Context: an optimization exercise on an open-source flow, tuned for small area, a short achievable clock period and few clock cycles per item. The choices shown serve that exercise and are no tape-out recipe.
At most, simulation tests tie the RTL to the original design; equivalence was not proved.
Power and IR drop assume default switching activity.

==> flow/design.v (excerpt) <==
module one_shot_timer_queue_top (
    input  logic          clk,
    input  logic          rst_n,
    input  logic          start,
    output logic          busy,
    input  logic [33:0]   req,
    output logic          result_valid,
    output logic [19:0]   rsp
);
    localparam int N = otq_pkg::NUM_TIMERS;
    logic        add_reg, cancel_reg, tick_reg;
    logic [15:0] rdm2_reg;          
    logic        rz_reg;            
    logic        rdn_reg;           
    logic [15:0] key_reg;
    logic        busy_reg;
    logic        drn_reg;           
    logic [15:0] now_reg;           
    logic [15:0] nid_reg;           
    logic        res_reg;
    logic [19:0] rsp_reg;
    logic [N-1:0] valid_reg;
    logic [N-1:0] z_reg;
    logic [N-1:0] dn_reg;           
    logic [N-1:0] r_reg;            
    logic [15:0]  ex2_reg [N];      
    logic [15:0]  id_reg  [N];
    logic [N-1:0] q_reg   [N];      
    assign busy         = busy_reg;
    assign result_valid = res_reg;
    assign rsp          = rsp_reg;
    logic hold, do_add, do_cancel, do_tick, do_exp;
    assign hold      = drn_reg & (add_reg | cancel_reg | tick_reg);
    assign do_add    = add_reg & ~drn_reg;
    assign do_cancel = cancel_reg & ~drn_reg;
    assign do_tick   = tick_reg & ~drn_reg;
    assign do_exp    = do_tick | drn_reg;
    logic [N-1:0] id_eq, id_lt;
  ...
export LEC_CHECK = 0
export CAP_MARGIN = 30
export CORE_MARGIN = 2
export CORE_UTILIZATION = 40
export SLEW_MARGIN = 20
create_clock -name core_clock -period 10.0 [get_ports {clk}]
standard.sh (not shown) runs the stock make flow with config.mk's settings and CLKGATE_MAP_FILE= SYNTH_SCRIPT=/design/flow/synth_recipe.tcl, a recipe that flattens the netlist after the stock synthesis.
==> flow/flow/run.sh <==
#!/bin/bash
# The standard layout, with timing repair aimed 7 ns below the clock period.
set -euo pipefail
bash standard.sh SETUP_SLACK_MARGIN=7 finish > make.log 2>&1
Next try:
--- a/flow/config.mk
+++ b/flow/config.mk
@@ -10 +10 @@
-export CORE_UTILIZATION = 40
+export CORE_UTILIZATION = 60
- The changed run completed with no timing, DRC or antenna violations
- routed wire length increases by a few percent
- die area decreases by a quarter to a third
- critical path depth is unchanged
Next try:
--- a/flow/config.mk
+++ b/flow/config.mk
@@ -10,0 +11,2 @@
+export CTS_CLUSTER_DIAMETER = 80
+export CTS_CLUSTER_SIZE = 25
Effect: Utilization fell by 2.5 points. Setup slack gains 0.0036 ns. Synthesized cell count is unchanged. Final cell count is lower by about 2%. Synthesized area does not change. Sequential share of layout area rises by 2.0 points. Sequential power stays flat. Die area is unchanged.
No functional check of the RTL was part of any run of this note.

* * *

Setup of run A:
Another version of the RTL of one_shot_timer_queue_top (not shown whole).
Size: ~3,000 cells after synthesis, ~770 flip-flops, about 59 I/O pins, ~37,000 um2 of cells after synthesis.
export LEC_CHECK = 0
export CAP_MARGIN = 30
export CORE_MARGIN = 2
export CORE_UTILIZATION = 65
export CTS_CLUSTER_DIAMETER = 80
export CTS_CLUSTER_SIZE = 25
export SLEW_MARGIN = 20
create_clock -name core_clock -period 10.0 [get_ports {clk}]
Scripts as last shown in full above: flow/flow/run.sh
Testbench counts of run A, summed over its fixed seeds: cycles 8,095, requests 8,008.
#### Input delta (run B over run A)
# run A
export LEC_CHECK = 0
export CAP_MARGIN = 30
export CORE_MARGIN = 2
export CORE_UTILIZATION = 65
export CTS_CLUSTER_DIAMETER = 80
export CTS_CLUSTER_SIZE = 25
export SLEW_MARGIN = 20
create_clock -name core_clock -period 10.0 [get_ports {clk}]
# run B
export LEC_CHECK = 0
export CAP_MARGIN = 30
export CORE_MARGIN = 2
export CORE_UTILIZATION = 60
export CTS_CLUSTER_DIAMETER = 80
export CTS_CLUSTER_SIZE = 25
export SLEW_MARGIN = 20
create_clock -name core_clock -period 10.0 [get_ports {clk}]
==> flow/flow/run.sh <==
#!/bin/bash
# The standard layout, with timing repair aimed 7.15 ns below the clock period.
set -euo pipefail
bash standard.sh SETUP_SLACK_MARGIN=7.15 finish > make.log 2>&1
==> results.txt <==
Delta (run B minus run A): relative area of clock buffers and inverters in the final design level, die footprint has increased.
When run B is set beside run A, its clock buffer count in the final layout turns out to be 2 smaller.
Sort run A and run B by shortest period the worst path allows asc -> top: run B
Run B: final wirelength higher than run A
The post-synthesis cell count of run A and that of run B are within noise of each other.
Worst hold-check slack (lower): run B
Between run A and run B, the difference in power attributed to sequential cells is negligible.
--- input diff run B..run C ---
# run B
export LEC_CHECK = 0
export CAP_MARGIN = 30
export CORE_MARGIN = 2
export CORE_UTILIZATION = 60
export CTS_CLUSTER_DIAMETER = 80
export CTS_CLUSTER_SIZE = 25
export SLEW_MARGIN = 20
create_clock -name core_clock -period 10.0 [get_ports {clk}]
# run C
export LEC_CHECK = 0
export CAP_MARGIN = 30
export CORE_MARGIN = 2
export CORE_UTILIZATION = 55
export CTS_CLUSTER_DIAMETER = 80
export CTS_CLUSTER_SIZE = 25
export SLEW_MARGIN = 20
create_clock -name core_clock -period 10.0 [get_ports {clk}]
==> flow/flow/run.sh <==
#!/bin/bash
# The standard layout, with timing repair aimed 7 ns below the clock period.
set -euo pipefail
bash standard.sh SETUP_SLACK_MARGIN=7 finish > make.log 2>&1
From run B to run C the numbers moved as follows: final critical delay including setup and external delays decreased by 30 ps relative to the old numbers, total clock buffers created by CTS increased by 1 relative to the old numbers, non-clock buffer count decreased by 19% relative to the old numbers.

* * *

one_shot_timer_queue_top again, from the RTL that the note above started with.
Design one_shot_timer_queue_top, start of the top module:
module one_shot_timer_queue_top (
    input  logic          clk,
    input  logic          rst_n,
    input  logic          start,
    output logic          busy,
    input  logic [33:0]   req,
    output logic          result_valid,
    output logic [19:0]   rsp
);
==> flow/config.mk <==
export PLATFORM = sky130hd
export DESIGN_NAME = one_shot_timer_queue_top
export DESIGN_NICKNAME = one_shot_timer_queue_top
export VERILOG_FILES = /design/flow/design.v
export SDC_FILE = /design/flow/constraint.sdc
export NUM_CORES = 4
export LEC_CHECK = 0
export CAP_MARGIN = 30
export CORE_MARGIN = 2
export CORE_UTILIZATION = 60
export CTS_CLUSTER_DIAMETER = 80
export CTS_CLUSTER_SIZE = 25
export SLEW_MARGIN = 0
==> flow/constraint.sdc <==
create_clock -name core_clock -period 10.0 [get_ports {clk}]
set_input_delay 2.0000 -clock core_clock [delete_from_list [all_inputs] [get_ports {clk}]]
set_output_delay 2.0000 -clock core_clock [all_outputs]
set_load 0.01 [all_outputs]
==> flow/flow/run.sh <==
#!/bin/bash
# The standard layout, with timing repair aimed 7 ns below the clock period.
set -euo pipefail
bash standard.sh SETUP_SLACK_MARGIN=7 finish > make.log 2>&1
The starting point ran to the end with no violations.
Testbench counts at the start, summed over its fixed seeds: cycles 8,095, requests 8,008.
Change:
==> flow/flow/run.sh (replaced) <==
#!/bin/bash
# The standard layout, with timing repair aimed 7.5 ns below the clock period.
set -euo pipefail
bash standard.sh SETUP_SLACK_MARGIN=7.5 finish > make.log 2>&1
- SLEW_MARGIN: 0 -> 20
Power rises by 21%.
Clock power went up by about 3%.
Maximum frequency went up by 1.9%.
Worst hold slack gets worse by 0.0039 ns.
Design area grows by 20%.
Routed wire length came out higher by 21%.
Sequential power stays flat.
Via count grows by 15%.
Clock skew increases by 0.0055 ns.
Count of clock-buffer cells in the layout decreases by 5.

[what the ideal ports hide]
Ports are ideal in the flow. The routed layouts listed here were re-timed in OpenROAD. Step 1: set_driving_cell puts a clkbuf_16 on clk and a buf_2 on each other input, an assumption about the parent block. Step 2, shift: input delay + t, output delay - t, t = (earliest + latest rising clock arrival at the registers) / 2. This alone moves slack from input paths to output paths. a / b / c = ideal ports / drivers / drivers and shift; a / b = the first two.
run | t (ns) | slack for setup (ns) | latest minus earliest clock arrival (ns) | pins driven straight from the clock port
the first run of note 1 | 0.720 | 6.737 / 6.666 / 6.397 | 0.022 / 0.021 | 1
the second run of note 1 | 0.718 | 6.864 / 6.797 / 6.412 | 0.047 / 0.047 | 1
the third run of note 1 | 0.698 | 6.868 / 6.802 / 6.436 | 0.034 / 0.034 | 1
run A | 0.678 | 6.767 / 6.704 / 6.410 | 0.035 / 0.035 | 1
run B | 0.682 | 6.776 / 6.710 / 6.512 | 0.036 / 0.037 | 1
run C | 0.681 | 6.806 / 6.738 / 6.397 | 0.040 / 0.040 | 1
the first run of note 3 | 0.674 | 6.772 / 6.708 / 6.379 | 0.032 / 0.032 | 1
the second run of note 3 | 0.716 | 6.831 / 6.763 / 6.697 | 0.039 / 0.038 | 1
After both steps every run listed still meets setup and hold. The setup slack of the second run of note 1, which loses most, moves by -0.067 ns with the drivers and by -0.452 ns with both steps.
